What follows belongs to an exercise in optimizing a design on an open flow for small area, a short achievable clock period and few clock cycles per item; a production flow would make more cautious choices.
Function was checked by simulation only, so behaviour that the tests miss may differ from the original.
Power figures rest on the tool's default switching activity, not on a simulated workload.

<file path="design/flow/flow/run.sh">
#!/bin/bash
# The standard layout, with the isolation input and every output port placed
# together on the die's edge, so that the isolation clamp's net stays short,
# and buf_4 as the port buffers.
set -euo pipefail
export BUFFER_PORTS_ARGS="-buffer_cell sky130_fd_sc_hd__buf_4"
export PLACE_PINS_ARGS="-group_pins {lc_isolation rx_ack tx_req tx_pend tx_addr[0] tx_addr[1] tx_addr[2] tx_addr[3] tx_addr[4] tx_addr[5] tx_addr[6] tx_addr[7] tx_data[0] tx_data[1] tx_data[2] tx_data[3] tx_data[4] tx_data[5] tx_data[6] tx_data[7] tx_data[8] tx_data[9] tx_data[10] tx_data[11] tx_data[12] tx_data[13] tx_data[14] tx_data[15] tx_data[16] tx_data[17] tx_data[18] tx_data[19] tx_data[20] tx_data[21] tx_data[22] tx_data[23] tx_data[24] tx_data[25] tx_data[26] tx_data[27] tx_data[28] tx_data[29] tx_data[30] tx_data[31]}"
bash standard.sh > standard.log 2>&1
</file>
<file path="design/flow/standard.sh">
#!/bin/bash
# synth_recipe.tcl (not shown) runs the flow's synth.tcl, then flattens the netlist and writes it again
# the make line also repeats each setting of config.mk as NAME=value (left out here)
make -C /OpenROAD-flow-scripts/flow DESIGN_CONFIG=/design/flow/config.mk WORK_HOME=/design/flow/orfs CLKGATE_MAP_FILE= SYNTH_SCRIPT=/design/flow/synth_recipe.tcl "${@:-finish}"
</file>
<file path="design/flow/constraint.sdc">
create_clock -name core_clock -period 5.0 [get_ports {clk}]
set_input_delay 1.0000 -clock core_clock [delete_from_list [all_inputs] [get_ports {clk}]]
set_output_delay 1.0000 -clock core_clock [all_outputs]
set_load 0.01 [all_outputs]
</file>
<file path="design/flow/config.mk">
export PLATFORM = sky130hd
export DESIGN_NAME = layer_ctrl_top
export DESIGN_NICKNAME = layer_ctrl_top
export VERILOG_FILES = /design/flow/design.v
export SDC_FILE = /design/flow/constraint.sdc
export NUM_CORES = 4
export LEC_CHECK = 0
export CAP_MARGIN = 20
export CORE_MARGIN = 2
export CORE_UTILIZATION = 45
export CTS_CLUSTER_DIAMETER = 80
export CTS_CLUSTER_SIZE = 24
export SETUP_SLACK_MARGIN = 2.4
export SLEW_MARGIN = 20
export TNS_END_PERCENT = 5
</file>
<file path="design/flow/design.v">
package lc_pkg;
	localparam int LC_ADDR_W = 8;
	localparam int LC_DATA_W = 32;
	localparam int LC_RF_DATA_W = 24;
	localparam int LC_RF_DEPTH = 16;
	localparam int LC_RF_ADDR_W = 4;
	localparam int LC_MEM_DEPTH = 64;
	localparam int LC_MEM_ADDR_W = 6;
	localparam int LC_CNT_W = 8;
	localparam int LC_FUNC_W = 4;
	localparam logic [LC_FUNC_W-1:0] FUNC_RF_WR = 4'd0;
	localparam logic [LC_FUNC_W-1:0] FUNC_RF_RD = 4'd1;
	localparam logic [LC_FUNC_W-1:0] FUNC_MEM_WR = 4'd2;
	localparam logic [LC_FUNC_W-1:0] FUNC_MEM_RD = 4'd3;
	localparam logic IO_HOLD = 1'b1;
endpackage
`timescale 1ns/10ps
import lc_pkg::*;
module lc_word_counter
(
	input  logic                 clk,
	input  logic                 arst_n,
	input  logic                 cnt_load,
	input  logic [LC_ADDR_W-1:0] cnt_start,
	input  logic                 len_load,
	input  logic [LC_CNT_W-1:0]  cnt_len,
	input  logic                 cnt_step,
	input  logic                 len_step,
	output logic [LC_ADDR_W-1:0] cnt_addr,
	output logic [LC_ADDR_W-1:0] cnt_next,
	output logic [LC_CNT_W-1:0]  remain
);
	always_comb
	begin
		if (cnt_load)
			cnt_next = cnt_start;
		else if (cnt_step)
			cnt_next = cnt_addr + 1'b1;
		else
			cnt_next = cnt_addr;
	end
	always_ff @(posedge clk or negedge arst_n)
	begin
		if (!arst_n)
			cnt_addr <= '0;
		else
			cnt_addr <= cnt_next;
	end
	always_ff @(posedge clk or negedge arst_n)
	begin
		if (!arst_n)
			remain <= '0;
		else if (len_load)
			remain <= cnt_len;
		else if (len_step)
			remain <= remain - 1'b1;
	end
endmodule
`timescale 1ns/10ps
import lc_pkg::*;
module lc_regfile
(
	input  logic                    clk,
	input  logic                    arst_n,
	input  logic [LC_RF_DEPTH-1:0]  rf_we,
	input  logic [LC_RF_DATA_W-1:0] rf_wdata,
	input  logic [LC_RF_DEPTH-1:0]  rf_rsel,
	output logic [LC_RF_DATA_W-1:0] rf_rdata
);
	logic [LC_RF_DATA_W-1:0] regs [LC_RF_DEPTH];
	logic [LC_RF_DEPTH-1:0] valid;
	always_ff @(posedge clk or negedge arst_n)
	begin
		if (!arst_n)
			valid <= '0;
		else
			valid <= valid | rf_we;
	end
	always_ff @(posedge clk)
	begin
		for (int i = 0; i < LC_RF_DEPTH; i++)
			if (rf_we[i])
				regs[i] <= rf_wdata;
	end
	always_comb
	begin
		rf_rdata = '0;
		for (int i = 0; i < LC_RF_DEPTH; i++)
			rf_rdata = rf_rdata | (regs[i] & {LC_RF_DATA_W{rf_rsel[i] & valid[i]}});
	end
endmodule
`timescale 1ns/10ps
import lc_pkg::*;
module lc_mem
(
	input  logic                     clk,
	input  logic                     mem_we,
	input  logic [LC_MEM_DEPTH-1:0]  mem_ptr,
	input  logic [LC_DATA_W-1:0]     mem_wdata,
	input  logic                     mem_ren,
	output logic [LC_DATA_W-1:0]     mem_rdata
);
	logic [LC_DATA_W-1:0] mem [LC_MEM_DEPTH];
	logic [LC_DATA_W-1:0] rd;
	always_ff @(posedge clk)
	begin
		for (int i = 0; i < LC_MEM_DEPTH; i++)
			if (mem_we && mem_ptr[i])
				mem[i] <= mem_wdata;
	end
	always_comb
	begin
		rd = '0;
		for (int i = 0; i < LC_MEM_DEPTH; i++)
			rd = rd | (mem[i] & {LC_DATA_W{mem_ptr[i]}});
		mem_rdata = rd & {LC_DATA_W{mem_ren}};
	end
endmodule
`timescale 1ns/10ps
import lc_pkg::*;
module lc_isolation
(
	input  logic                 lc_isolation,
	input  logic                 rx_ack_lc,
	input  logic [LC_ADDR_W-1:0] tx_addr_lc,
	input  logic [LC_DATA_W-1:0] tx_data_lc,
	input  logic                 tx_req_lc,
	input  logic                 tx_pend_lc,
	output logic                 rx_ack,
	output logic [LC_ADDR_W-1:0] tx_addr,
	output logic [LC_DATA_W-1:0] tx_data,
	output logic                 tx_req,
	output logic                 tx_pend
);
	logic hold;
	assign hold = (lc_isolation == IO_HOLD);
	assign rx_ack = rx_ack_lc & ~hold;
	assign tx_addr = tx_addr_lc & {LC_ADDR_W{~hold}};
	assign tx_data = tx_data_lc & {LC_DATA_W{~hold}};
	assign tx_req = tx_req_lc & ~hold;
	assign tx_pend = tx_pend_lc & ~hold;
endmodule
`timescale 1ns/10ps
import lc_pkg::*;
module lc_fsm
(
	input  logic                     clk,
	input  logic                     arst_n,
	input  logic [LC_ADDR_W-1:0]     rx_addr,
	input  logic [LC_DATA_W-1:0]     rx_data,
	input  logic                     rx_req,
	input  logic                     rx_pend,
	input  logic                     tx_ack,
	input  logic [LC_RF_DATA_W-1:0]  rf_rdata,
	input  logic [LC_DATA_W-1:0]     mem_rdata,
	input  logic [LC_ADDR_W-1:0]     cnt_addr,
	input  logic [LC_ADDR_W-1:0]     cnt_next,
	input  logic [LC_CNT_W-1:0]      remain,
	output logic [LC_MEM_DEPTH-1:0]  mem_ptr,
	output logic                     mem_ren,
	output logic [LC_RF_DEPTH-1:0]   rf_rsel,
	output logic                     rx_ack_lc,
	output logic [LC_ADDR_W-1:0]     tx_addr_lc,
	output logic [LC_DATA_W-1:0]     tx_data_lc,
	output logic                     tx_req_lc,
	output logic                     tx_pend_lc,
	output logic [LC_DATA_W-1:0]     wr_word,
	output logic [LC_RF_DEPTH-1:0]   rf_we,
	output logic                     mem_we,
	output logic                     cnt_load,
	output logic [LC_ADDR_W-1:0]     cnt_start,
	output logic                     len_load,
	output logic                     cnt_step,
	output logic                     len_step
);
	logic [LC_FUNC_W-1:0] func;
	logic take;
	logic is_read;
	logic in_msg;
	logic rd_mem;
	logic rd_mem_next;
	logic tx_raise;
	logic tx_done;
	assign func = rx_addr[LC_FUNC_W-1:0];
	assign take = rx_req && !rx_ack_lc;
	assign is_read = (func == FUNC_RF_RD) || (func == FUNC_MEM_RD);
	assign tx_done = tx_req_lc && tx_ack;
	assign tx_raise = !tx_req_lc && !tx_ack && (remain != '0);
	always_ff @(posedge clk or negedge arst_n)
	begin
		if (!arst_n)
		begin
			rx_ack_lc <= 1'b0;
			tx_req_lc <= 1'b0;
			in_msg <= 1'b0;
			rf_we <= '0;
			mem_we <= 1'b0;
		end
		else
		begin
			rx_ack_lc <= rx_req;
			for (int i = 0; i < LC_RF_DEPTH; i++)
				rf_we[i] <= take && (func == FUNC_RF_WR) &&
					(rx_data[27:24] == LC_RF_ADDR_W'(i));
			mem_we <= take && (func == FUNC_MEM_WR) && in_msg;
			if (take)
				in_msg <= rx_pend;
			if (tx_done)
				tx_req_lc <= 1'b0;
			else if (tx_raise)
				tx_req_lc <= 1'b1;
		end
	end
	always_ff @(posedge clk)
	begin
		wr_word <= rx_data;
		if (take && is_read)
			tx_addr_lc <= rx_data[15:8];
		rd_mem <= rd_mem_next;
		tx_pend_lc <= (remain != LC_CNT_W'(1));
		tx_data_lc <= mem_rdata | {cnt_addr & {LC_ADDR_W{!rd_mem}}, rf_rdata};
	end
	assign rd_mem_next = (take && is_read) ? func[1] : rd_mem;
	always_ff @(posedge clk or negedge arst_n)
	begin
		if (!arst_n)
			mem_ptr <= LC_MEM_DEPTH'(1);
		else if (cnt_load)
		begin
			for (int i = 0; i < LC_MEM_DEPTH; i++)
				mem_ptr[i] <= (cnt_start[LC_MEM_ADDR_W-1:0] == LC_MEM_ADDR_W'(i));
		end
		else if (cnt_step)
			mem_ptr <= {mem_ptr[LC_MEM_DEPTH-2:0], mem_ptr[LC_MEM_DEPTH-1]};
	end
	always_ff @(posedge clk)
	begin
		if (cnt_load)
		begin
			for (int i = 0; i < LC_RF_DEPTH; i++)
				rf_rsel[i] <= !rd_mem_next && (cnt_start[LC_RF_ADDR_W-1:0] == LC_RF_ADDR_W'(i));
		end
		else if (cnt_step)
			rf_rsel <= {rf_rsel[LC_RF_DEPTH-2:0], rf_rsel[LC_RF_DEPTH-1]};
	end
	assign mem_ren = rd_mem;
	assign cnt_load = take && (is_read || (func == FUNC_MEM_WR && !in_msg));
	assign cnt_start = is_read ? rx_data[31:24] : rx_data[7:0];
	assign cnt_step = mem_we || tx_done;
	assign len_load = take && is_read;
	assign len_step = tx_done;
endmodule
`timescale 1ns/10ps
import lc_pkg::*;
module layer_ctrl_top
(
	input  logic                 clk,
	input  logic                 arst_n,
	input  logic                 lc_isolation,
	input  logic [LC_ADDR_W-1:0] rx_addr,
	input  logic [LC_DATA_W-1:0] rx_data,
	input  logic                 rx_req,
	input  logic                 rx_pend,
	output logic                 rx_ack,
	output logic [LC_ADDR_W-1:0] tx_addr,
	output logic [LC_DATA_W-1:0] tx_data,
	output logic                 tx_req,
	output logic                 tx_pend,
	input  logic                 tx_ack
);
	logic rx_ack_lc;
	logic [LC_ADDR_W-1:0] tx_addr_lc;
	logic [LC_DATA_W-1:0] tx_data_lc;
	logic tx_req_lc;
	logic tx_pend_lc;
	logic [LC_DATA_W-1:0] wr_word;
	logic [LC_RF_DEPTH-1:0] rf_we;
	logic [LC_RF_DATA_W-1:0] rf_rdata;
	logic mem_we;
	logic [LC_DATA_W-1:0] mem_rdata;
	logic cnt_load;
	logic [LC_ADDR_W-1:0] cnt_start;
	logic len_load;
	logic cnt_step;
	logic len_step;
	logic [LC_ADDR_W-1:0] cnt_addr;
	logic [LC_ADDR_W-1:0] cnt_next;
	logic [LC_CNT_W-1:0] remain;
	logic [LC_MEM_DEPTH-1:0] mem_ptr;
	logic mem_ren;
	logic [LC_RF_DEPTH-1:0] rf_rsel;
	lc_fsm u_fsm (
		.clk        (clk),
		.arst_n     (arst_n),
		.rx_addr    (rx_addr),
		.rx_data    (rx_data),
		.rx_req     (rx_req),
		.rx_pend    (rx_pend),
		.tx_ack     (tx_ack),
		.rf_rdata   (rf_rdata),
		.mem_rdata  (mem_rdata),
		.cnt_addr   (cnt_addr),
		.cnt_next   (cnt_next),
		.remain     (remain),
		.mem_ptr    (mem_ptr),
		.mem_ren    (mem_ren),
		.rf_rsel    (rf_rsel),
		.rx_ack_lc  (rx_ack_lc),
		.tx_addr_lc (tx_addr_lc),
		.tx_data_lc (tx_data_lc),
		.tx_req_lc  (tx_req_lc),
		.tx_pend_lc (tx_pend_lc),
		.wr_word    (wr_word),
		.rf_we      (rf_we),
		.mem_we     (mem_we),
		.cnt_load   (cnt_load),
		.cnt_start  (cnt_start),
		.len_load   (len_load),
		.cnt_step   (cnt_step),
		.len_step   (len_step)
	);
	lc_word_counter u_counter (
		.clk       (clk),
		.arst_n    (arst_n),
		.cnt_load  (cnt_load),
		.cnt_start (cnt_start),
		.len_load  (len_load),
		.cnt_len   (rx_data[23:16]),
		.cnt_step  (cnt_step),
		.len_step  (len_step),
		.cnt_addr  (cnt_addr),
		.cnt_next  (cnt_next),
		.remain    (remain)
	);
	lc_isolation u_isolation (
		.lc_isolation (lc_isolation),
		.rx_ack_lc    (rx_ack_lc),
		.tx_addr_lc   (tx_addr_lc),
		.tx_data_lc   (tx_data_lc),
		.tx_req_lc    (tx_req_lc),
		.tx_pend_lc   (tx_pend_lc),
		.rx_ack       (rx_ack),
		.tx_addr      (tx_addr),
		.tx_data      (tx_data),
		.tx_req       (tx_req),
		.tx_pend      (tx_pend)
	);
	lc_regfile u_regfile (
		.clk      (clk),
		.arst_n   (arst_n),
		.rf_we    (rf_we),
		.rf_wdata (wr_word[23:0]),
		.rf_rsel  (rf_rsel),
		.rf_rdata (rf_rdata)
	);
	lc_mem u_mem (
		.clk       (clk),
		.mem_we    (mem_we),
		.mem_ptr   (mem_ptr),
		.mem_wdata (wr_word),
		.mem_ren   (mem_ren),
		.mem_rdata (mem_rdata)
	);
endmodule
</file>
==> summary.txt, run 1 <==
Syn Nets=between 5000 and 6000; Leak=between 30 and 40 nW; CP Class=reg -> reg; post-DP HPWL=200 mm; Die H=463 um; initial antenna violation count=25; Gate power share=23.6%; drt total wl=between 300 and 400 mm; total CTS buffers=around 130; PwrDens=464 nW/um2; clock slew at reported path FFs=approximately 90 ps; vias in the first global route=54215; detailed-route DRC error count=0; pin count of the biggest net entering global routing=81; Max Root-Sink Buffers=3; Initial Util=45.2%; Int Power=~33 mW; RR Startpoint=u_fsm.mem_we; Slew Limit Fails=0; WL per Instance=around 48 um; most frequent cells in the layout=edfxtp_1, a22o_1, a221oi_1; H-tree levels=4; Core Rows=~170; prevailing post-synth register cell=edfxtp_1; grt ovf=0; Max VDD drop=~0.43 mV; Hold Violations, Final=0; Yosys Warn Count=6; r2r setup slk=2100 ps; hold endpoint=u_fsm.wr_word[6]; Synth async-reset ratio=4.40%; gpl congestion=between 0.8 and 0.9; Max-cap violations=0; CTS tree=done; flops & latches, synth=2638; worst path required time=between 5000 and 6000 ps; FMAX=345 MHz; EDFF count, synth=roughly 2500; Tcrit/Tclk final=between 50 and 60%; first-pass GRT wire length=~500 mm; share of cells above drive strength 1=a little under a fifth; Slew HR=14.4%; Mapped Area=94700 um2; Post-CTS Hold Buffers=0; io pins=between 80 and 90; worst-skew pair later-pin latency=approximately 860 ps; sw frac=between 30% and 40%; kind of start point of the critical path=flop; post-layout min period=2900 ps; routed vias=~60000; Reg2Reg Depth=3; share of power burned in registers=approximately half; post-route ant nets=0; Die ar.=214000 um2; CP arrival=3360 ps; Psw=16.4 mW; I/O Buffers=between 80 and 90; Tightest Pin Transition=approximately 1300 ps; post-synthesis instance total=~5000; R2R Path End=u_mem.mem[18][13]; Post-Syn Area per Cell=18.8 um2; WHS Path Cells=1; count of final setup violators=0; final-layout fill cell count=between 15000 and 20000; outcome=complete, no violations; crit path max fanout=28; Area after DPL=between 90000 and 100000 um2; Crit. End Element=flop; First DRT Iteration DRCs=between 10000 and 15000; core box area=209000 um2; clock sink total=around 2600; multi-input gate area in the final layout=between 15000 and 20000 um2; post-synthesis sequential area ratio=between 80 and 90%; most common cell after layout, fill and taps aside=edfxtp_1; Layout area overhead=13.4%; average via count per standard cell=~7.3; hold path startpoint=rx_data[6]; Post-Route Setup TNS=0 ps; CTS Root Cell=clkbuf_16; Die W=463 um; Clock Skews=roughly 63 ps; Final #Nets=around 5400; Storage cell area=78300 um2; unrepaired setup endpoints after global routing=true; design area=107000 um2; clock share of power=approximately 25%; drt pass-1 iters=8; Overall Global Routing Usage=between 30% and 40%; Synth cell types=51; worst hold path class=in -> reg
## power groups by stage
stage	clock network [mW]	logic [mW]	registers [mW]
floorplan	0	3.67	25.3
global placement	0	7.14	27.4
global route	12.9	11.2	25.8
finish	12.3	11.7	25.8
CTS	12.2	10.9	25.7
detailed placement	0	7.16	27.5
## synth_stat cells, drive strengths merged (66+ instances only)
| library cell | n | area share, % |
|---|---|---|
| edfxtp | 2456 | 78 |
| a22o | 494 | 4.6 |
| a221oi | 492 | 4.6 |
| clkbuf | 301 | 1.2 |
| a22oi | 216 | 1.7 |
| nand4 | 133 | 0.88 |
| dfrtp | 115 | 3.0 |
| nor2 | 96 | 0.38 |
| a21oi | 82 | 0.43 |
| and2 | 81 | 0.54 |
| nand3 | 75 | 0.40 |
| dfxtp | 66 | 1.4 |
## stage by stage
step	power, mW	util (%)	setup slack [ps]	cells	hold WS, ps
global placement	34.6	47.6	1440	7795	442
CTS	48.7	51.2	2220	8193	225
global route	49.8	51.3	2190	8198	241
detailed placement	34.6	47.6	1410	7795	442
finish	49.8	51.3	2100	8208	256
floorplan	29.0	-	2280	5034	427
## worst max path at each step
stage,startpoint,endpoint,slack [ps]
final,u_fsm.mem_we,u_mem.mem[18][13],2100
after global routing,u_fsm.mem_ptr[7],u_fsm.tx_data_lc[10],2190
after CTS,u_fsm.mem_we,u_mem.mem[20][6],2220
after detailed placement,rx_addr[0],u_fsm.mem_ptr[13],1410
after global placement,rx_addr[3],u_fsm.mem_ptr[0],1440
after floorplan,rx_addr[3],u_fsm.mem_ptr[44],2280
## routing by layer
metal / vias up / share of wire, % / wire length [um] / track usage (%)
met4: 24 / 8.2 / 32100 / 24.1
met1: 30913 / 34 / 132000 / 46.7
met2: 6122 / 42 / 165000 / 50.4
met3: 1319 / 16 / 61700 / 11.3
met5: - / 0.053 / 208 / 0
li1: 21737 / - / - / -
## cell families (layout without fill, tap and decap cells)
group	count (synthesis)	count (layout)	synth area share (%)
flip-flops	2638	2638	82.4
multiplexers	19	19	0.213
other	0	11	0
AO/OA/AOI/OAI	1420	1420	12.4
adder cells (fa/ha/maj)	4	4	0.0529
AND/OR/NAND/NOR	580	580	3.34
buffers and inverters	366	724	1.52
XOR/XNOR	7	7	0.0648
## state kept, by name (all words and copies together), names as in the netlist
register,count
u_counter.cnt_addr,8
u_counter.remain,8
u_fsm.in_msg,1
u_fsm.mem_ptr,64
u_fsm.mem_we,1
u_fsm.rd_mem,1
u_fsm.rf_rsel,16
u_fsm.rf_we,16
u_fsm.rx_ack_lc,1
u_fsm.tx_addr_lc,8
u_fsm.tx_data_lc,32
u_fsm.tx_pend_lc,1
u_fsm.tx_req_lc,1
u_fsm.wr_word,32
u_mem.mem,2048
u_regfile.regs,384
u_regfile.valid,16
## final cells by class
| type | instances | share of cell area (%) |
|---|---|---|
| flip-flops and latches | 2638 | 72.9 |
| multi-input cells | 2030 | 15.2 |
| repair buffers | 533 | 5.01 |
| clock buffers | 166 | 3.28 |
| well taps | 2805 | 3.27 |
| clock inverters | 20 | 0.277 |
| inverters | 5 | 0.0420 |
| diodes | 11 | 0.0256 |
## worst max-delay path, cell delays in order (launching register included)
cell,delay (ps)
dfrtp_4,770
buf_4,480
and2_2,590
buf_4,610
## what timing repair did
| action | 4_1_cts | 5_1_grt |
|---|---|---|
| resized for setup | 344 | 11 |
| pin swaps | 81 | 0 |
| buffers inserted | 207 | 1 |
| gates cloned | 5 | 0 |
| endpoints found under the setup margin | 1460 | 523 |
Testbench counts, summed over its fixed seeds: cycles 11,902, words 5,951.
==> run 2: changes to the inputs <==
--- a/design/flow/config.mk
+++ b/design/flow/config.mk
@@ -9,5 +9,6 @@
 export CORE_MARGIN = 2
-export CORE_UTILIZATION = 45
+export CORE_UTILIZATION = 50
 export CTS_CLUSTER_DIAMETER = 80
 export CTS_CLUSTER_SIZE = 24
+export PLACE_DENSITY = 0.7
 export SETUP_SLACK_MARGIN = 2.4
==> run 2 against run 1 <==
  * Routed wire length shrank 4.7%
  * Critical path type unchanged
  * Largest power group unchanged
  * Combinational power shrank 6%
  * Worst setup slack lost 200 ps
  * Sequential cell count is the same
  * Total power shrank 2.9%
  * Clock skew grew 9.1 ps
  * Sequential power is essentially flat
  * Maximum frequency shrank 6.6%
==> summary.txt, run 2 <==
average via count per standard cell=7.78; prevailing post-synth register cell=edfxtp_1; first-pass GRT wire length=slightly below 500 mm; WL per Instance=~47 um; max reg flops=2048; CTS tree=done; EDFF count, synth=2456; post-DP HPWL=roughly 200 mm; Post-CTS Hold Buffers=0; Die W=439 um; Largest Register=u_mem.mem; share of cells above drive strength 1=17.0%; Mapped Area=roughly 95000 um2; post-route ant nets=0; Yosys top cell area share=77.9%; most common cell after layout, fill and taps aside=edfxtp_1; Max Root-Sink Buffers=3; Slew Limit Fails=0; First DRT Iteration DRCs=15208; Layout area overhead=11.9%; crit path max fanout=65; design area=approximately 110000 um2; Die H=439 um; Hold Violations, Final=0; routed vias=just over 60000; count of final setup violators=0; Max-cap violations=0; worst path required time=between 5000 and 6000 ps; top cells by area, synth=edfxtp_1, a22o_1, a221oi_1; most frequent cell after synthesis=edfxtp_1; H-tree levels=3; Max VDD drop=about 0.42 mV; CP arrival=around 3600 ps; clock sink total=between 2000 and 3000; Core Rows=159; kind of start point of the critical path=flop; Initial Util=50.4%; Leak=between 30 and 40 nW; PwrDens=between 400 and 500 nW/um2; Tcrit/Tclk final=a little over 60%; flops & latches, synth=2638; clock slew at reported path FFs=roughly 100 ps; Synth async-reset ratio=4.40%; biggest regs=u_mem.mem x2048, u_regfile.regs x384, u_fsm.mem_ptr x64; post-synthesis sequential area ratio=about 82%; initial antenna violation count=32; Crit. End Element=flop; Tightest Pin Transition=1350 ps; core box area=approximately 190000 um2; Overall Global Routing Usage=a little under two fifths; worst-skew pair later-pin latency=870 ps; vias in the first global route=roughly 55000; io pins=between 80 and 90; drt pass-1 iters=16; outcome=complete, no violations; most frequent cells in the layout=edfxtp_1, a22o_1, a221oi_1; CTS Root Cell=clkbuf_16; worst hold path class=in -> reg; drt total wl=373 mm; unrepaired setup endpoints after global routing=true; post-synthesis instance total=roughly 5000; total CTS buffers=~120; Yosys Warn Count=6; Synth cell types=51; synth cell count leaders=edfxtp_1, a22o_1, a221oi_1; Slew HR=about a tenth; gpl congestion=0.923; I/O Buffers=84; grt ovf=0; CP Class=reg -> reg; Clock Skews=71.6 ps; Post-Route Setup TNS=0 ps; Post-Syn Area per Cell=18.8 um2; detailed-route DRC error count=0; FMAX=about 320 MHz; post-layout min period=3100 ps; Final #Nets=5356; Area after DPL=approximately 100000 um2; post-synth top area cell=edfxtp_1; Die ar.=roughly 190000 um2; Syn Nets=5084; pin count of the biggest net entering global routing=100
## run 2: cell count changes in the layout (fill, tap and decap cells not counted), moves of 7 or more
cell	delta
a221oi_2	-43
and2_4	-32
and2_2	+33
a221oi_1	+47
buf_16	-7
buf_6	-15
diode_2	+12
clkbuf_1	+26
clkbuf_16	-15
## run 2: per-layer routing
layer / vias up / part of all wire, % / GRT usage [%]
li1: 21671 / - / -
met1: 30222 / 31 / 48.2
met2: 7589 / 40 / 51.0
met3: 1958 / 19 / 17.7
met4: 38 / 9.7 / 27.2
met5: - / 0.10 / 0.223
## run 2: area by class of cell
cell class                 count  area [um2]
sequential                  2638       78300
timing repair buffer         509        4930
multi-input combinational   2031       15900
inverter                       5        21.3
tap                         2495        3120
clock buffer                 178        3260
clock inverter                18         337
antenna                       23        57.6
fill                       13655       82100
## run 2: kinds of logic after synthesis
logic type | share of synthesized area, %
AO/OA/AOI/OAI | 12.4
XOR/XNOR | 0.0648
adder cells (fa/ha/maj) | 0.0529
buffers and inverters | 1.52
flip-flops | 82.4
multiplexers | 0.213
AND/OR/NAND/NOR | 3.34
## run 2: path summary, 6_finish.rpt
path	from	end	slack, ps	cells past startpoint
setup / recovery	u_fsm.mem_we	u_mem.mem[49][25]	1900	3
hold / removal	rx_data[20]	u_fsm.wr_word[20]	250	1
setup reg to reg	u_fsm.mem_we	u_mem.mem[49][25]	1900	3
hold reg to reg	u_regfile.valid[9]	u_regfile.valid[9]	470	1
max in group asynchronous	arst_n	u_fsm.mem_ptr[45]	3660	2
min in group asynchronous	arst_n	u_fsm.mem_ptr[54]	290	1
## run 2: power by group
group          total (mW)  switching [mW]  internal [mW]
Combinational        11.0            7.98           3.05
Clock                11.6            6.81           4.83
Sequential           25.7            1.03           24.7
Total                48.4            15.8           32.6
## run 2: per-stage QoR
stage	std cells	hold WS [ps]	total power, mW	util [%]	worst slack, ps
2_1_floorplan	5034	427	29.0	-	2280
3_3_place_gp	7514	441	34.0	52.9	1090
3_5_place_dp	7515	443	34.1	52.9	1050
4_1_cts	7873	259	46.9	56.3	2120
5_1_grt	7874	254	48.2	56.3	2100
6_report	7897	246	48.4	56.3	1900
## run 2: worst max-delay path: stages (launching register included)
cell	delay, ps
dfrtp_1	340
buf_4	650
and2_2	1200
buf_4	480
## run 2: repair_timing
action                      CTS  global route
setup endpoints to repair  1030           709
gates resized for setup     220             7
buffers inserted            159             0
pin swaps                    45             3
gates cloned                  3             0
==> run 3: changes to the inputs <==
--- a/design/flow/design.v
+++ b/design/flow/design.v
@@ -64,3 +64,4 @@
 	input  logic                    arst_n,
-	input  logic [LC_RF_DEPTH-1:0]  rf_we,
+	input  logic                    rf_load,
+	input  logic [LC_RF_ADDR_W-1:0] rf_waddr,
 	input  logic [LC_RF_DATA_W-1:0] rf_wdata,
@@ -75,4 +76,4 @@
 			valid <= '0;
-		else
-			valid <= valid | rf_we;
+		else if (rf_load)
+			valid[rf_waddr] <= 1'b1;
 	end
@@ -80,5 +81,4 @@
 	begin
-		for (int i = 0; i < LC_RF_DEPTH; i++)
-			if (rf_we[i])
-				regs[i] <= rf_wdata;
+		if (rf_load)
+			regs[rf_waddr] <= rf_wdata;
 	end
@@ -100,6 +100,8 @@
 	input  logic                     mem_ren,
-	output logic [LC_DATA_W-1:0]     mem_rdata
+	output logic [LC_DATA_W-1:0]     mem_rdata_lo,
+	output logic [LC_DATA_W-1:0]     mem_rdata_hi
 );
 	logic [LC_DATA_W-1:0] mem [LC_MEM_DEPTH];
-	logic [LC_DATA_W-1:0] rd;
+	logic [LC_DATA_W-1:0] rd_lo;
+	logic [LC_DATA_W-1:0] rd_hi;
 	always_ff @(posedge clk)
@@ -112,6 +114,11 @@
 	begin
-		rd = '0;
-		for (int i = 0; i < LC_MEM_DEPTH; i++)
-			rd = rd | (mem[i] & {LC_DATA_W{mem_ptr[i]}});
-		mem_rdata = rd & {LC_DATA_W{mem_ren}};
+		rd_lo = '0;
+		rd_hi = '0;
+		for (int i = 0; i < LC_MEM_DEPTH / 2; i++)
+		begin
+			rd_lo = rd_lo | (mem[i] & {LC_DATA_W{mem_ptr[i]}});
+			rd_hi = rd_hi | (mem[i + LC_MEM_DEPTH / 2] & {LC_DATA_W{mem_ptr[i + LC_MEM_DEPTH / 2]}});
+		end
+		mem_rdata_lo = rd_lo & {LC_DATA_W{mem_ren}};
+		mem_rdata_hi = rd_hi & {LC_DATA_W{mem_ren}};
 	end
@@ -154,3 +161,4 @@
 	input  logic [LC_RF_DATA_W-1:0]  rf_rdata,
-	input  logic [LC_DATA_W-1:0]     mem_rdata,
+	input  logic [LC_DATA_W-1:0]     mem_rdata_lo,
+	input  logic [LC_DATA_W-1:0]     mem_rdata_hi,
 	input  logic [LC_ADDR_W-1:0]     cnt_addr,
@@ -166,4 +174,3 @@
 	output logic                     tx_pend_lc,
-	output logic [LC_DATA_W-1:0]     wr_word,
-	output logic [LC_RF_DEPTH-1:0]   rf_we,
+	output logic                     rf_load,
 	output logic                     mem_we,
@@ -181,2 +188,4 @@
 	logic rd_mem_next;
+	logic [LC_DATA_W-1:0] tx_lo;
+	logic [LC_DATA_W-1:0] tx_hi;
 	logic tx_raise;
@@ -195,4 +204,2 @@
 			in_msg <= 1'b0;
-			rf_we <= '0;
-			mem_we <= 1'b0;
 		end
@@ -201,6 +208,2 @@
 			rx_ack_lc <= rx_req;
-			for (int i = 0; i < LC_RF_DEPTH; i++)
-				rf_we[i] <= take && (func == FUNC_RF_WR) &&
-					(rx_data[27:24] == LC_RF_ADDR_W'(i));
-			mem_we <= take && (func == FUNC_MEM_WR) && in_msg;
 			if (take)
@@ -215,3 +218,2 @@
 	begin
-		wr_word <= rx_data;
 		if (take && is_read)
@@ -220,28 +222,17 @@
 		tx_pend_lc <= (remain != LC_CNT_W'(1));
-		tx_data_lc <= mem_rdata | {cnt_addr & {LC_ADDR_W{!rd_mem}}, rf_rdata};
+		tx_lo <= mem_rdata_lo | {cnt_addr & {LC_ADDR_W{!rd_mem}}, rf_rdata};
+		tx_hi <= mem_rdata_hi;
 	end
 	assign rd_mem_next = (take && is_read) ? func[1] : rd_mem;
-	always_ff @(posedge clk or negedge arst_n)
-	begin
-		if (!arst_n)
-			mem_ptr <= LC_MEM_DEPTH'(1);
-		else if (cnt_load)
-		begin
-			for (int i = 0; i < LC_MEM_DEPTH; i++)
-				mem_ptr[i] <= (cnt_start[LC_MEM_ADDR_W-1:0] == LC_MEM_ADDR_W'(i));
-		end
-		else if (cnt_step)
-			mem_ptr <= {mem_ptr[LC_MEM_DEPTH-2:0], mem_ptr[LC_MEM_DEPTH-1]};
-	end
 	always_ff @(posedge clk)
 	begin
-		if (cnt_load)
-		begin
-			for (int i = 0; i < LC_RF_DEPTH; i++)
-				rf_rsel[i] <= !rd_mem_next && (cnt_start[LC_RF_ADDR_W-1:0] == LC_RF_ADDR_W'(i));
-		end
-		else if (cnt_step)
-			rf_rsel <= {rf_rsel[LC_RF_DEPTH-2:0], rf_rsel[LC_RF_DEPTH-1]};
+		for (int i = 0; i < LC_MEM_DEPTH; i++)
+			mem_ptr[i] <= (cnt_next[LC_MEM_ADDR_W-1:0] == LC_MEM_ADDR_W'(i));
+		for (int i = 0; i < LC_RF_DEPTH; i++)
+			rf_rsel[i] <= !rd_mem_next && (cnt_next[LC_RF_ADDR_W-1:0] == LC_RF_ADDR_W'(i));
 	end
 	assign mem_ren = rd_mem;
+	assign tx_data_lc = tx_lo | tx_hi;
+	assign rf_load = take && (func == FUNC_RF_WR);
+	assign mem_we = take && (func == FUNC_MEM_WR) && in_msg;
 	assign cnt_load = take && (is_read || (func == FUNC_MEM_WR && !in_msg));
@@ -275,7 +266,7 @@
 	logic tx_pend_lc;
-	logic [LC_DATA_W-1:0] wr_word;
-	logic [LC_RF_DEPTH-1:0] rf_we;
+	logic rf_load;
 	logic [LC_RF_DATA_W-1:0] rf_rdata;
 	logic mem_we;
-	logic [LC_DATA_W-1:0] mem_rdata;
+	logic [LC_DATA_W-1:0] mem_rdata_lo;
+	logic [LC_DATA_W-1:0] mem_rdata_hi;
 	logic cnt_load;
@@ -300,3 +291,4 @@
 		.rf_rdata   (rf_rdata),
-		.mem_rdata  (mem_rdata),
+		.mem_rdata_lo (mem_rdata_lo),
+		.mem_rdata_hi (mem_rdata_hi),
 		.cnt_addr   (cnt_addr),
@@ -312,4 +304,3 @@
 		.tx_pend_lc (tx_pend_lc),
-		.wr_word    (wr_word),
-		.rf_we      (rf_we),
+		.rf_load    (rf_load),
 		.mem_we     (mem_we),
@@ -350,4 +341,5 @@
 		.arst_n   (arst_n),
-		.rf_we    (rf_we),
-		.rf_wdata (wr_word[23:0]),
+		.rf_load  (rf_load),
+		.rf_waddr (rx_data[27:24]),
+		.rf_wdata (rx_data[23:0]),
 		.rf_rsel  (rf_rsel),
@@ -359,5 +351,6 @@
 		.mem_ptr   (mem_ptr),
-		.mem_wdata (wr_word),
+		.mem_wdata (rx_data),
 		.mem_ren   (mem_ren),
-		.mem_rdata (mem_rdata)
+		.mem_rdata_lo (mem_rdata_lo),
+		.mem_rdata_hi (mem_rdata_hi)
 	);
--- a/design/flow/config.mk
+++ b/design/flow/config.mk
@@ -9,6 +9,5 @@
 export CORE_MARGIN = 2
-export CORE_UTILIZATION = 50
+export CORE_UTILIZATION = 45
 export CTS_CLUSTER_DIAMETER = 80
 export CTS_CLUSTER_SIZE = 24
-export PLACE_DENSITY = 0.7
 export SETUP_SLACK_MARGIN = 2.4
==> run 3 against run 2 <==
  * Sequential power shrank 2%
  * Design area shrank 3.1%
  * Synthesized cell count shrank 1.7%
  * Clock power grew 4%
  * Routed wire length shrank 17%
  * Via count shrank 13%
  * Combinational power shrank 53%
  * Sequential cell count shrank 17
  * Hold slack lost 120 ps
  * Sequential share of layout area grew 1.4 points
  * Register-to-register slack gained 20 ps
  * Area after synthesis shrank 2.0%
  * Critical path type unchanged
==> summary.txt, run 3 <==
Synth cell types=55; post-synthesis sequential area ratio=83.1%; Clock Skews=37.4 ps; Post-Route Setup TNS=0 ps; CP cell instances=buf_4, a22oi_1, nand4_1, o41ai_2, nand4_1; CP Class=reg -> reg; clock slew at reported path FFs=100 ps; core box area=just over 200000 um2; max reg flops=approximately 2000; Hold Violations, Final=0; top cells by area, synth=edfxtp_1, a22oi_1, dfxtp_1; routed vias=approximately 53000; first-pass GRT wire length=between 400 and 500 mm; gpl congestion=0.832; unrepaired setup endpoints after global routing=true; Tightest Pin Transition=~1200 ps; post-synthesis instance total=between 4000 and 5000; worst-skew pair later-pin latency=approximately 850 ps; Largest Register=u_mem.mem; grt ovf=0; io pins=89; Leak=between 30 and 40 nW; Max Root-Sink Buffers=3; worst path required time=between 5000 and 6000 ps; Slew HR=about 17%; pin count of the biggest net entering global routing=between 80 and 90; CTS tree=done; flops & latches, synth=about 2600; detailed-route DRC error count=0; most frequent cells in the layout=edfxtp_1, a22oi_1, buf_4; most frequent cell after synthesis=edfxtp_1; cell at the slowest stage of the critical path=o41ai_2; Initial Util=between 40% and 50%; GRT met2 Usage=45.7%; Syn Nets=approximately 5000; First DRT Iteration DRCs=around 9400; vias in the first global route=~50000; CP peak stage delay=slightly above 900 ps; Final #Nets=5117; Crit. End Element=flop; CTS Root Cell=clkbuf_16; count of final setup violators=0; Mapped Area=92700 um2; crit path max fanout=15; initial antenna violation count=14; WL per Instance=between 30 and 40 um; post-route ant nets=0; Overall Global Routing Usage=between 20% and 30%; I/O Buffers=84; average via count per standard cell=between 6 and 7; prevailing post-synth register cell=edfxtp_1; M1 GR Usage=about two fifths; EDFF count, synth=between 2000 and 2500; PwrDens=~410 nW/um2; kind of start point of the critical path=flop; drt total wl=between 300 and 400 mm; Slew Limit Fails=0; share of cells above drive strength 1=13.7%; Layout area overhead=10.7%; Tcrit/Tclk final=slightly above 60%; final core utilization=between 50% and 60%; drt pass-1 iters=8; busiest grt layer=met2; clock sink total=about 2600; Die ar.=approximately 210000 um2; outcome=complete, no violations; post-layout min period=between 3000 and 4000 ps; post-DP HPWL=about 160 mm; met3 Usage GRT=under 10%; Yosys Warn Count=5; Most common cell on crit path=nand4_1; worst hold path class=in -> async; Yosys top cell area share=79.0%; total CTS buffers=130; biggest regs=u_mem.mem x2048, u_regfile.regs x384, u_fsm.mem_ptr x64; post-synth top area cell=edfxtp_1; CP arrival=approximately 3600 ps; synth cell count leaders=edfxtp_1, a22oi_1, clkbuf_1; Core Rows=approximately 170; most common cell after layout, fill and taps aside=edfxtp_1; FMAX=~320 MHz; Die H=~460 um; Die W=approximately 460 um; Max VDD drop=about 0.4 mV; Post-Syn Area per Cell=about 19 um2; H-tree levels=4; Synth async-reset ratio=under 10%; Max-cap violations=0
## run 3: path summary, 6_finish.rpt
path / end / from / depth (start not counted) / slack (ps)
min in group core_clock: u_fsm.rx_ack_lc / rx_req / 1 / 300
max in group asynchronous: u_counter.cnt_addr[4] / arst_n / 1 / 4490
setup reg to reg: u_fsm.tx_lo[10] / u_fsm.mem_ptr[4] / 5 / 1910
hold / removal: u_fsm.rx_ack_lc / arst_n / 1 / 130
hold reg to reg: u_regfile.valid[4] / u_regfile.valid[4] / 1 / 460
setup / recovery: u_fsm.tx_lo[10] / u_fsm.mem_ptr[4] / 5 / 1910
## run 3: worst max-delay path: cells and delay by family (launching register included)
kind                   cells  cell delay (ps)
AOI/OAI and AO/OA          2             1130
and+or+nand+nor            2              780
DFF                        1              490
buffers and inverters      1              330
## run 3: what timing repair did
item                       4_1_cts  5_1_grt
hold buffers                     0        0
gates resized for setup        110       74
setup endpoints to repair     2486     2369
pin swaps                       30       18
hold endpoints to repair         0        0
setup buffers                   26       39
cloned                          14        1
## run 3: area by class of cell
cell class / instances / area, um2
inverter: 12 / 50.0
sequential: 2621 / 77200
multi-input combinational: 2008 / 15500
timing repair buffer: 289 / 2560
clock inverter: 23 / 269
tap: 2688 / 3360
clock buffer: 193 / 3600
antenna: 7 / 17.5
fill: 16476 / 102000
## run 3: cells by family (layout without fill, tap and decap cells)
group,count (synthesis),count (layout),share of synthesized area (%)
AND/OR/NAND/NOR,637,643,3.71
multiplexers,12,12,0.131
AO/OA/AOI/OAI,1325,1329,11.4
buffers and inverters,330,517,1.35
adder cells (fa/ha/maj),9,9,0.121
XOR/XNOR,15,15,0.142
flip-flops,2621,2621,83.1
other,0,7,0
## run 3: per-layer routing
| layer | up-vias | wire [um] |
|---|---|---|
| met5 | - | 11 |
| met4 | 2 | 12900 |
| met3 | 572 | 35700 |
| met2 | 3807 | 144000 |
| met1 | 28038 | 118000 |
| li1 | 20920 | - |
## run 3: metrics by stage
step	cell area (um2)	cells	power (mW)	hold slack, ps	worst slack, ps
after floorplan	93000	4949	27.1	420	1790
after global placement	97200	7538	30.1	432	1220
after detailed placement	97200	7538	30.1	436	1190
after CTS	102000	7794	42.0	98.7	2050
after global routing	103000	7837	43.3	123	2100
final	103000	7841	42.5	129	1910
## run 3: power by group
group	internal (mW)	switching, mW
Sequential	24.4	0.813
Combinational	1.66	3.54
Clock	5.17	6.91
Testbench counts of run 3, summed over its fixed seeds: cycles 11,902, words 5,951.
==> run 4: changes to the inputs <==
--- a/design/flow/config.mk
+++ b/design/flow/config.mk
@@ -12,3 +12,3 @@
 export CTS_CLUSTER_SIZE = 24
-export SETUP_SLACK_MARGIN = 2.4
+export SETUP_SLACK_MARGIN = 2.6
 export SLEW_MARGIN = 20
==> run 4 against run 3 <==
  * First-iteration DRC count is 4.4% higher
  * Worst setup slack better by 230 ps
  * Core utilization is 1.1 points higher
  * Critical endpoint is now u_mem.mem[58][3]
  * Clock skew increased by 6.7 ps
==> summary.txt, run 4 <==
outcome=complete, no violations; gpl congestion=around 0.83; Synth cell types=55; Synth async-reset ratio=1.34%; drt pass-1 iters=6; post-DP HPWL=approximately 160 mm; design area=about 100000 um2; Core Rows=about 170; synth cell count leaders=edfxtp_1, a22oi_1, clkbuf_1; Tot Pwr=roughly 43 mW; Layout area overhead=13.1%; crit path max fanout=about 40; Int Power=roughly 31 mW; Gate power share=about an eighth; clock share of power=roughly 28%; Post-CTS Hold Buffers=0; Die ar.=roughly 210000 um2; Post-Route Setup TNS=0 ps; Psw=roughly 11 mW; WL per Instance=40.3 um; Syn Nets=about 5000; CP delay by family, top=simple AND/OR/NAND/NOR gates; CP Buf/Inv Count=1; EDFF count, synth=2440; core box area=205000 um2; clock slew at reported path FFs=approximately 90 ps; sw frac=between 20% and 30%; count of final setup violators=0; Placed Cells=between 7000 and 8000; first-pass GRT wire length=429 mm; Die W=around 460 um; most frequent cell after synthesis=edfxtp_1; Largest Register=u_mem.mem; CP Depth=4; FMAX=about 350 MHz; biggest regs=u_mem.mem x2048, u_regfile.regs x384, u_fsm.mem_ptr x64; Crit. End Element=flop; Max Root-Sink Buffers=3; post-synthesis instance total=roughly 5000; CTS tree=done; kind of start point of the critical path=flop; vias in the first global route=51380; R2R Path End=u_mem.mem[58][3]; Clock Skews=between 40 and 50 ps; Tightest Pin Transition=around 1200 ps; cell at the slowest stage of the critical path=and2_2; share of power burned in registers=~60%; prevailing post-synth register cell=edfxtp_1; Hold Violations, Final=0; average via count per standard cell=6.83; post-synthesis sequential area ratio=about 83%; post-route ant nets=0; CP arrival=roughly 3300 ps; CP Class=reg -> reg; post-synth top area cell=edfxtp_1; max reg flops=approximately 2000; share of cells above drive strength 1=16.3%; detailed-route DRC error count=0; CTS Root Cell=clkbuf_16; First DRT Iteration DRCs=9790; Initial Util=45.3%; Final Non-Filler Cells=between 7000 and 8000; Post-Syn Area per Cell=between 15 and 20 um2; Tcrit/Tclk final=a little under three fifths; H-tree levels=4; drt total wl=between 300 and 400 mm; flops & latches, synth=roughly 2600; PwrDens=between 400 and 500 nW/um2; Yosys top cell area share=about 80%; Overall Global Routing Usage=roughly 30%; routed vias=54570; RR Startpoint=u_fsm.rx_ack_lc; I/O Buffers=84; Final #Nets=5265; pin count of the biggest net entering global routing=slightly above 80; Area after DPL=between 90000 and 100000 um2; Max-cap violations=0; top cells by area, synth=edfxtp_1, a22oi_1, dfxtp_1; unrepaired setup endpoints after global routing=true; most frequent cells in the layout=edfxtp_1, a22oi_1, buf_4; Die H=between 400 and 500 um; Leak=approximately 32 nW; worst-skew pair later-pin latency=860 ps; Reg2Reg Depth=4; Slew HR=16.6%; worst hold path class=in -> async; post-layout min period=about 2900 ps; initial antenna violation count=13; Slew Limit Fails=0; grt ovf=0; Yosys Warn Count=5; io pins=between 80 and 90; Mapped Area=~90000 um2; worst path required time=roughly 5500 ps; r2r setup slk=2140 ps; most common cell after layout, fill and taps aside=edfxtp_1; total CTS buffers=130; CP peak stage delay=890 ps; clock sink total=~2600; Max VDD drop=0.407 mV; CP cell instances=or4b_4, nor3_4, clkbuf_8, and2_2
==> run 4: how the worst max path moves through the flow <==
| stage | from | to | slack [ps] |
|---|---|---|---|
| final | u_fsm.rx_ack_lc | u_mem.mem[58][3] | 2140 |
| after global routing | u_fsm.rx_ack_lc | u_mem.mem[30][28] | 2130 |
| after CTS | u_fsm.tx_lo[13] | tx_data[13] | 2100 |
| after detailed placement | rx_addr[3] | u_fsm.mem_ptr[62] | 1190 |
| after global placement | rx_addr[3] | u_fsm.mem_ptr[61] | 1220 |
| after floorplan | rx_addr[3] | u_regfile.regs[0][0] | 1790 |
==> run 4: layout make-up <==
class                           count  area, um2
Timing Repair inverter              1       8.76
Timing Repair Buffer              421       4440
Tap cell                         2688       3360
Fill cell                       16231      99900
Sequential cell                  2621      77200
Clock buffer                      193       3600
Antenna cell                        5       12.5
Multi-Input combinational cell   2023      15800
Clock inverter                     23        269
Inverter                           12       62.6
==> run 4: timing repair <==
action | 4_1_cts | 5_1_grt
setup buffers | 159 | 34
gates cloned | 26 | 9
pin swaps | 62 | 12
endpoints found under the setup margin | 2584 | 2435
resized for setup | 260 | 35
==> run 4: metrics by stage <==
| step | util, % | worst slack [ps] | hold slack, ps |
|---|---|---|---|
| after floorplan | - | 1790 | 420 |
| after global placement | 47.4 | 1220 | 432 |
| after detailed placement | 47.4 | 1190 | 436 |
| after CTS | 50.9 | 2100 | 98.7 |
| after global routing | 51.2 | 2130 | 127 |
| final | 51.2 | 2140 | 123 |
==> run 4: worst register-to-register path, cell delays in order, from the launching register on <==
cell and delay [ps]:
dfrtp_1 390, or4b_4 580, nor3_4 220, clkbuf_8 370
and2_2 920
==> run 4: logic make-up (layout without fill, tap and decap cells) <==
family / after synthesis / in the layout / synth area share [%]
adder cells (fa/ha/maj): 9 / 9 / 0.121
XOR/XNOR: 15 / 15 / 0.142
other: 0 / 5 / 0
flip-flops: 2621 / 2621 / 83.1
AND/OR/NAND/NOR: 637 / 658 / 3.71
multiplexers: 12 / 12 / 0.131
buffers and inverters: 330 / 650 / 1.35
AO/OA/AOI/OAI: 1325 / 1329 / 11.4
==> run 4: power groups by stage <==
stage,combinational (mW),clock (mW),sequential (mW)
6_report,5.66,12.1,25.1
5_1_grt,5.75,12.9,25.1
4_1_cts,5.41,12.1,25.0
3_5_place_dp,4.53,0,25.6
3_3_place_gp,4.51,0,25.5
2_1_floorplan,2.19,0,25.0
==> run 4: per-layer routing <==
layer / routed length, um / track usage [%]
met4: 15000 / 12.2
met2: 147000 / 46.2
met5: 35 / 0
met1: 119000 / 40.7
met3: 40600 / 6.94
==> run 5: changes to the inputs <==
--- a/design/flow/design.v
+++ b/design/flow/design.v
@@ -97,16 +97,12 @@
 	input  logic                     mem_we,
-	input  logic [LC_MEM_DEPTH-1:0]  mem_ptr,
+	input  logic [LC_MEM_ADDR_W-1:0] mem_waddr,
 	input  logic [LC_DATA_W-1:0]     mem_wdata,
-	input  logic                     mem_ren,
-	output logic [LC_DATA_W-1:0]     mem_rdata_lo,
-	output logic [LC_DATA_W-1:0]     mem_rdata_hi
+	input  logic [LC_MEM_DEPTH-1:0]  mem_rsel,
+	output logic [LC_DATA_W-1:0]     mem_rdata
 );
 	logic [LC_DATA_W-1:0] mem [LC_MEM_DEPTH];
-	logic [LC_DATA_W-1:0] rd_lo;
-	logic [LC_DATA_W-1:0] rd_hi;
 	always_ff @(posedge clk)
 	begin
-		for (int i = 0; i < LC_MEM_DEPTH; i++)
-			if (mem_we && mem_ptr[i])
-				mem[i] <= mem_wdata;
+		if (mem_we)
+			mem[mem_waddr] <= mem_wdata;
 	end
@@ -114,11 +110,5 @@
 	begin
-		rd_lo = '0;
-		rd_hi = '0;
-		for (int i = 0; i < LC_MEM_DEPTH / 2; i++)
-		begin
-			rd_lo = rd_lo | (mem[i] & {LC_DATA_W{mem_ptr[i]}});
-			rd_hi = rd_hi | (mem[i + LC_MEM_DEPTH / 2] & {LC_DATA_W{mem_ptr[i + LC_MEM_DEPTH / 2]}});
-		end
-		mem_rdata_lo = rd_lo & {LC_DATA_W{mem_ren}};
-		mem_rdata_hi = rd_hi & {LC_DATA_W{mem_ren}};
+		mem_rdata = '0;
+		for (int i = 0; i < LC_MEM_DEPTH; i++)
+			mem_rdata = mem_rdata | (mem[i] & {LC_DATA_W{mem_rsel[i]}});
 	end
@@ -161,4 +151,3 @@
 	input  logic [LC_RF_DATA_W-1:0]  rf_rdata,
-	input  logic [LC_DATA_W-1:0]     mem_rdata_lo,
-	input  logic [LC_DATA_W-1:0]     mem_rdata_hi,
+	input  logic [LC_DATA_W-1:0]     mem_rdata,
 	input  logic [LC_ADDR_W-1:0]     cnt_addr,
@@ -166,4 +155,3 @@
 	input  logic [LC_CNT_W-1:0]      remain,
-	output logic [LC_MEM_DEPTH-1:0]  mem_ptr,
-	output logic                     mem_ren,
+	output logic [LC_MEM_DEPTH-1:0]  mem_rsel,
 	output logic [LC_RF_DEPTH-1:0]   rf_rsel,
@@ -174,2 +162,3 @@
 	output logic                     tx_pend_lc,
+	output logic [LC_DATA_W-1:0]     wr_word,
 	output logic                     rf_load,
@@ -185,7 +174,11 @@
 	logic is_read;
+	logic take_rd;
 	logic in_msg;
+	logic busy;
 	logic rd_mem;
 	logic rd_mem_next;
-	logic [LC_DATA_W-1:0] tx_lo;
-	logic [LC_DATA_W-1:0] tx_hi;
+	logic rd_mem_sel;
+	logic [LC_ADDR_W-1:0] rd_addr;
+	logic [LC_MEM_DEPTH-1:0] mem_rsel_q;
+	logic [LC_RF_DEPTH-1:0] rf_rsel_q;
 	logic tx_raise;
@@ -195,4 +188,5 @@
 	assign is_read = (func == FUNC_RF_RD) || (func == FUNC_MEM_RD);
+	assign take_rd = take && is_read;
 	assign tx_done = tx_req_lc && tx_ack;
-	assign tx_raise = !tx_req_lc && !tx_ack && (remain != '0);
+	assign tx_raise = !tx_req_lc && !tx_ack && busy;
 	always_ff @(posedge clk or negedge arst_n)
@@ -204,2 +198,5 @@
 			in_msg <= 1'b0;
+			rf_load <= 1'b0;
+			mem_we <= 1'b0;
+			busy <= 1'b0;
 		end
@@ -208,2 +205,4 @@
 			rx_ack_lc <= rx_req;
+			rf_load <= take && (func == FUNC_RF_WR);
+			mem_we <= take && (func == FUNC_MEM_WR) && in_msg;
 			if (take)
@@ -212,4 +211,8 @@
 				tx_req_lc <= 1'b0;
-			else if (tx_raise)
+			else if (tx_raise || (take_rd && !tx_ack && rx_data[23:16] != '0))
 				tx_req_lc <= 1'b1;
+			if (take_rd)
+				busy <= (rx_data[23:16] != '0);
+			else if (tx_done)
+				busy <= (remain != LC_CNT_W'(1));
 		end
@@ -218,10 +221,10 @@
 	begin
-		if (take && is_read)
+		wr_word <= rx_data;
+		if (take_rd)
 			tx_addr_lc <= rx_data[15:8];
 		rd_mem <= rd_mem_next;
-		tx_pend_lc <= (remain != LC_CNT_W'(1));
-		tx_lo <= mem_rdata_lo | {cnt_addr & {LC_ADDR_W{!rd_mem}}, rf_rdata};
-		tx_hi <= mem_rdata_hi;
+		tx_pend_lc <= busy ? (remain != LC_CNT_W'(1)) : (rx_data[23:16] != LC_CNT_W'(1));
+		tx_data_lc <= mem_rdata | {rd_addr & {LC_ADDR_W{!rd_mem_sel}}, rf_rdata};
 	end
-	assign rd_mem_next = (take && is_read) ? func[1] : rd_mem;
+	assign rd_mem_next = take_rd ? func[1] : rd_mem;
 	always_ff @(posedge clk)
@@ -229,10 +232,17 @@
 		for (int i = 0; i < LC_MEM_DEPTH; i++)
-			mem_ptr[i] <= (cnt_next[LC_MEM_ADDR_W-1:0] == LC_MEM_ADDR_W'(i));
+			mem_rsel_q[i] <= rd_mem_next && (cnt_next[LC_MEM_ADDR_W-1:0] == LC_MEM_ADDR_W'(i));
+		for (int i = 0; i < LC_RF_DEPTH; i++)
+			rf_rsel_q[i] <= !rd_mem_next && (cnt_next[LC_RF_ADDR_W-1:0] == LC_RF_ADDR_W'(i));
+	end
+	assign rd_mem_sel = busy ? rd_mem : func[1];
+	assign rd_addr = busy ? cnt_addr : rx_data[31:24];
+	always_comb
+	begin
+		for (int i = 0; i < LC_MEM_DEPTH; i++)
+			mem_rsel[i] = busy ? mem_rsel_q[i] :
+				(func[1] && (rx_data[24 +: LC_MEM_ADDR_W] == LC_MEM_ADDR_W'(i)));
 		for (int i = 0; i < LC_RF_DEPTH; i++)
-			rf_rsel[i] <= !rd_mem_next && (cnt_next[LC_RF_ADDR_W-1:0] == LC_RF_ADDR_W'(i));
+			rf_rsel[i] = busy ? rf_rsel_q[i] :
+				(!func[1] && (rx_data[24 +: LC_RF_ADDR_W] == LC_RF_ADDR_W'(i)));
 	end
-	assign mem_ren = rd_mem;
-	assign tx_data_lc = tx_lo | tx_hi;
-	assign rf_load = take && (func == FUNC_RF_WR);
-	assign mem_we = take && (func == FUNC_MEM_WR) && in_msg;
 	assign cnt_load = take && (is_read || (func == FUNC_MEM_WR && !in_msg));
@@ -240,3 +250,3 @@
 	assign cnt_step = mem_we || tx_done;
-	assign len_load = take && is_read;
+	assign len_load = take_rd;
 	assign len_step = tx_done;
@@ -266,2 +276,3 @@
 	logic tx_pend_lc;
+	logic [LC_DATA_W-1:0] wr_word;
 	logic rf_load;
@@ -269,4 +280,3 @@
 	logic mem_we;
-	logic [LC_DATA_W-1:0] mem_rdata_lo;
-	logic [LC_DATA_W-1:0] mem_rdata_hi;
+	logic [LC_DATA_W-1:0] mem_rdata;
 	logic cnt_load;
@@ -279,4 +289,3 @@
 	logic [LC_CNT_W-1:0] remain;
-	logic [LC_MEM_DEPTH-1:0] mem_ptr;
-	logic mem_ren;
+	logic [LC_MEM_DEPTH-1:0] mem_rsel;
 	logic [LC_RF_DEPTH-1:0] rf_rsel;
@@ -291,4 +300,3 @@
 		.rf_rdata   (rf_rdata),
-		.mem_rdata_lo (mem_rdata_lo),
-		.mem_rdata_hi (mem_rdata_hi),
+		.mem_rdata  (mem_rdata),
 		.cnt_addr   (cnt_addr),
@@ -296,4 +304,3 @@
 		.remain     (remain),
-		.mem_ptr    (mem_ptr),
-		.mem_ren    (mem_ren),
+		.mem_rsel   (mem_rsel),
 		.rf_rsel    (rf_rsel),
@@ -304,2 +311,3 @@
 		.tx_pend_lc (tx_pend_lc),
+		.wr_word    (wr_word),
 		.rf_load    (rf_load),
@@ -342,4 +350,4 @@
 		.rf_load  (rf_load),
-		.rf_waddr (rx_data[27:24]),
-		.rf_wdata (rx_data[23:0]),
+		.rf_waddr (wr_word[27:24]),
+		.rf_wdata (wr_word[23:0]),
 		.rf_rsel  (rf_rsel),
@@ -350,7 +358,6 @@
 		.mem_we    (mem_we),
-		.mem_ptr   (mem_ptr),
-		.mem_wdata (rx_data),
-		.mem_ren   (mem_ren),
-		.mem_rdata_lo (mem_rdata_lo),
-		.mem_rdata_hi (mem_rdata_hi)
+		.mem_waddr (cnt_addr[LC_MEM_ADDR_W-1:0]),
+		.mem_wdata (wr_word),
+		.mem_rsel  (mem_rsel),
+		.mem_rdata (mem_rdata)
 	);
==> design/flow/run.sh (new file) <==
#!/bin/bash
# synth_recipe.tcl (not shown) runs the flow's synth.tcl, then flattens the netlist and writes it again
# the make line also repeats each setting of config.mk as NAME=value (left out here)
make -C /OpenROAD-flow-scripts/flow DESIGN_CONFIG=/design/flow/config.mk WORK_HOME=/design/flow/orfs CLKGATE_MAP_FILE= SYNTH_SCRIPT=/design/flow/synth_recipe.tcl finish
--- a/design/flow/config.mk
+++ b/design/flow/config.mk
@@ -10,6 +10,3 @@
 export CORE_UTILIZATION = 45
-export CTS_CLUSTER_DIAMETER = 80
-export CTS_CLUSTER_SIZE = 24
-export SETUP_SLACK_MARGIN = 2.6
+export SETUP_SLACK_MARGIN = 2.4
 export SLEW_MARGIN = 20
-export TNS_END_PERCENT = 5
removed: design/flow/flow/run.sh
removed: design/flow/standard.sh
==> run 5 against run 4 <==
  * Worst setup slack got worse by 390 ps
  * Highest routed layer unchanged
  * Non-clock buffer count increased by 503
  * Critical path depth increased by 6
  * Critical path type unchanged
  * Die area increased by 0.64%
  * Via count increased by 15%
  * Total power increased by 15%
  * Sequential cell count increased by 3
  * Combinational power decreased by 9.7%
==> summary.txt, run 5 <==
clock sink total=around 2600; Overall Global Routing Usage=36.5%; pin count of the biggest net entering global routing=~80; Max-cap violations=0; Slew HR=between 20% and 30%; post-DP HPWL=219 mm; gpl congestion=slightly above 0.9; First DRT Iteration DRCs=14268; kind of start point of the critical path=flop; core box area=~210000 um2; Most common cell on crit path=buf_12; Initial Util=between 40% and 50%; Post-Syn Area per Cell=approximately 19 um2; initial antenna violation count=18; unrepaired setup endpoints after global routing=true; first-pass GRT wire length=514 mm; Tightest Pin Transition=between 1000 and 1500 ps; Synth cell types=55; CP cell instances=buf_12, buf_12, buf_6, a22o_4, buf_12, a22o_4, a221oi_2, nand4_1, a2111oi_4, nand2_2; post-synthesis instance total=approximately 5000; Syn Nets=5056; Clock Skews=approximately 53 ps; synth cell count leaders=edfxtp_1, a22oi_1, a22o_1; Hold Violations, Final=0; Max VDD drop=~0.4 mV; Yosys Warn Count=4; design area=between 100000 and 150000 um2; cell at the slowest stage of the critical path=a2111oi_4; Max Root-Sink Buffers=4; FMAX=between 300 and 400 MHz; Mapped Area=93300 um2; Area after DPL=around 100000 um2; grt ovf=0; multi-input gate area in the final layout=around 18000 um2; average via count per standard cell=a little over 7; Post-CTS Hold Buffers=0; WL per Instance=around 44 um; post-synth top area cell=edfxtp_1; worst path required time=slightly below 6000 ps; post-route ant nets=0; flops & latches, synth=between 2000 and 3000; Crit. End Element=flop; CP arrival=~4100 ps; CTS Root Cell=clkbuf_16; Worst Setup Slack, final=~1800 ps; routed vias=~63000; Tot Pwr=around 49 mW; EDFF count, synth=~2400; most frequent cells in the layout=edfxtp_1, buf_4, a22oi_1; Core Rows=167; drt pass-1 iters=10; count of final setup violators=0; detailed-route DRC error count=0; drt total wl=394 mm; H-tree levels=5; vias in the first global route=57648; Final #Nets=5979; biggest regs=u_mem.mem x2048, u_regfile.regs x384, u_fsm.mem_rsel_q x64; Tcrit/Tclk final=approximately 65%; CTS tree=done; Die ar.=between 200000 and 250000 um2; PwrDens=~420 nW/um2; post-synthesis sequential area ratio=82.7%; final core utilization=between 50% and 60%; share of cells above drive strength 1=28.4%; Synth async-reset ratio=approximately 1.4%; most common cell after layout, fill and taps aside=edfxtp_1; Leak=39.0 nW; Place WS=between 150 and 200 ps; max reg flops=2048; io pins=a little under 90; most frequent cell after synthesis=edfxtp_1; final-layout fill cell count=about 15000; CP Class=reg -> reg; Layout area overhead=26.3%; crit path max fanout=7; prevailing post-synth register cell=edfxtp_1; post-layout min period=around 3200 ps; clock slew at reported path FFs=around 60 ps; top cells by area, synth=edfxtp_1, a22oi_1, a22o_1; Storage cell area=approximately 77000 um2; Post-Route Setup TNS=0 ps; Die H=between 400 and 500 um; Die W=~460 um; Largest Register=u_mem.mem; outcome=complete, no violations; total CTS buffers=281; Yosys top cell area share=around four fifths; Slew Limit Fails=0; worst hold path class=in -> async; worst-skew pair later-pin latency=approximately 960 ps; CP peak stage delay=just under 600 ps; I/O Buffers=84
==> run 5: changes by cell type in the layout (fill, tap and decap cells not counted), sizes merged, moves of 33 or more <==
| cell | delta |
|---|---|
| a221oi | +67 |
| clkbuf | +187 |
| nor4 | +33 |
| nand4 | -58 |
| and2 | -97 |
| nand2 | +70 |
| clkinv | +78 |
| nor2b | +42 |
| a222oi | +92 |
| a22oi | -280 |
| a22o | +115 |
| nand3 | +82 |
| buf | +461 |
| o31a | -36 |
==> run 5: final cells by class <==
| cell class | instances | area share, % |
|---|---|---|
| sequential | 2624 | 65.5 |
| timing repair buffer | 924 | 8.90 |
| antenna | 21 | 0.0446 |
| multi-input combinational | 2081 | 15.5 |
| clock inverter | 108 | 0.663 |
| inverter | 13 | 0.0414 |
| clock buffer | 373 | 6.48 |
| tap | 2704 | 2.87 |
==> run 5: logic make-up (layout without fill, tap and decap cells) <==
kind of cell,after synthesis,count (layout),share of synthesized area (%)
flops,2624,2624,82.7
compound gates,1279,1281,11.3
simple gates,765,767,4.31
buf+inv,301,1418,1.35
xor+xnor,18,18,0.169
fa+ha+maj,8,8,0.107
mux,7,7,0.0778
other cells,0,21,0
==> run 5: per-stage QoR <==
step / hold WS [ps] / instances
2_1_floorplan: 439 / 5002
3_3_place_gp: 462 / 7927
3_5_place_dp: 472 / 7932
4_1_cts: 243 / 8759
5_1_grt: 279 / 8828
6_report: 221 / 8848
==> run 5: routing by layer <==
| layer | GRT usage, % | part of all wire (%) |
|---|---|---|
| met2 | 52.8 | 43 |
| met1 | 46.0 | 33 |
| met3 | 13.1 | 16 |
| met4 | 25.0 | 8.4 |
| met5 | 0.321 | 0.015 |
==> run 5: critical path: cells and delay by family, from the launching register on <==
family          cells  cell delay [ps]
buf+inv             4              610
simple gates        2              620
flops               1              510
compound gates      4             1350
==> run 5: report_power, final <==
part	internal, mW	switching, mW
clock	11.3	8.43
combinational	1.82	3.28
sequential	24.3	0.361
total	37.3	12.1
==> run 5: worst paths after layout <==
kind                                   start  cells past startpoint  slack [ps]                    to
min in group core_clock    u_mem.mem[60][26]                      2         460  u_fsm.tx_data_lc[26]
min                                   arst_n                      1         220   u_regfile.valid[14]
max reg2reg                       u_fsm.busy                     10        1750  u_fsm.tx_data_lc[18]
max in group asynchronous             arst_n                      1        4030            u_fsm.busy
min reg2reg                u_mem.mem[60][26]                      2         460  u_fsm.tx_data_lc[26]
max                               u_fsm.busy                     10        1750  u_fsm.tx_data_lc[18]
==> run 5: repair_timing <==
| action | in CTS | in global routing |
|---|---|---|
| endpoints found under the setup margin | 1733 | 506 |
| pin swaps | 229 | 122 |
| buffers inserted | 317 | 63 |
| gates cloned | 29 | 5 |
| gates resized for setup | 697 | 150 |
Testbench counts of run 5, summed over its fixed seeds: cycles 11,587, words 5,951.

-- afterwards: timing with drivers on the ports --
In the flow no input, the clock included, has a driving cell. The finished layouts below were timed again as built, in two steps. Step 1 assumes that a clkbuf_16 drives the clock port and a buf_2 every other input. Step 2 adds t to the input delays and takes it off the output delays; t is the mean of the earliest and latest rising clock arrival at the registers after step 1. Input paths then give back, and output paths get back, about the clock's delay inside the block. a / b / c = ideal ports / drivers / drivers and shift; a / b = the first two.
run	shift t [ns]	slack for setup (ns)	worst setup path after step 2
run 1	0.929	2.103 / 2.103 / 1.563	input to register
run 2	0.930	1.899 / 1.899 / 1.350	input to register
run 3	0.924	1.914 / 1.914 / 1.282	input to register
run 4	0.928	2.142 / 2.062 / 1.351	input to register
run 5	1.036	1.753 / 1.753 / 0.838	input to register
After both steps setup and hold are still met in every run listed. For run 5, which loses most, drivers alone change the setup slack by 0.000 ns; drivers and shift together by -0.915 ns.
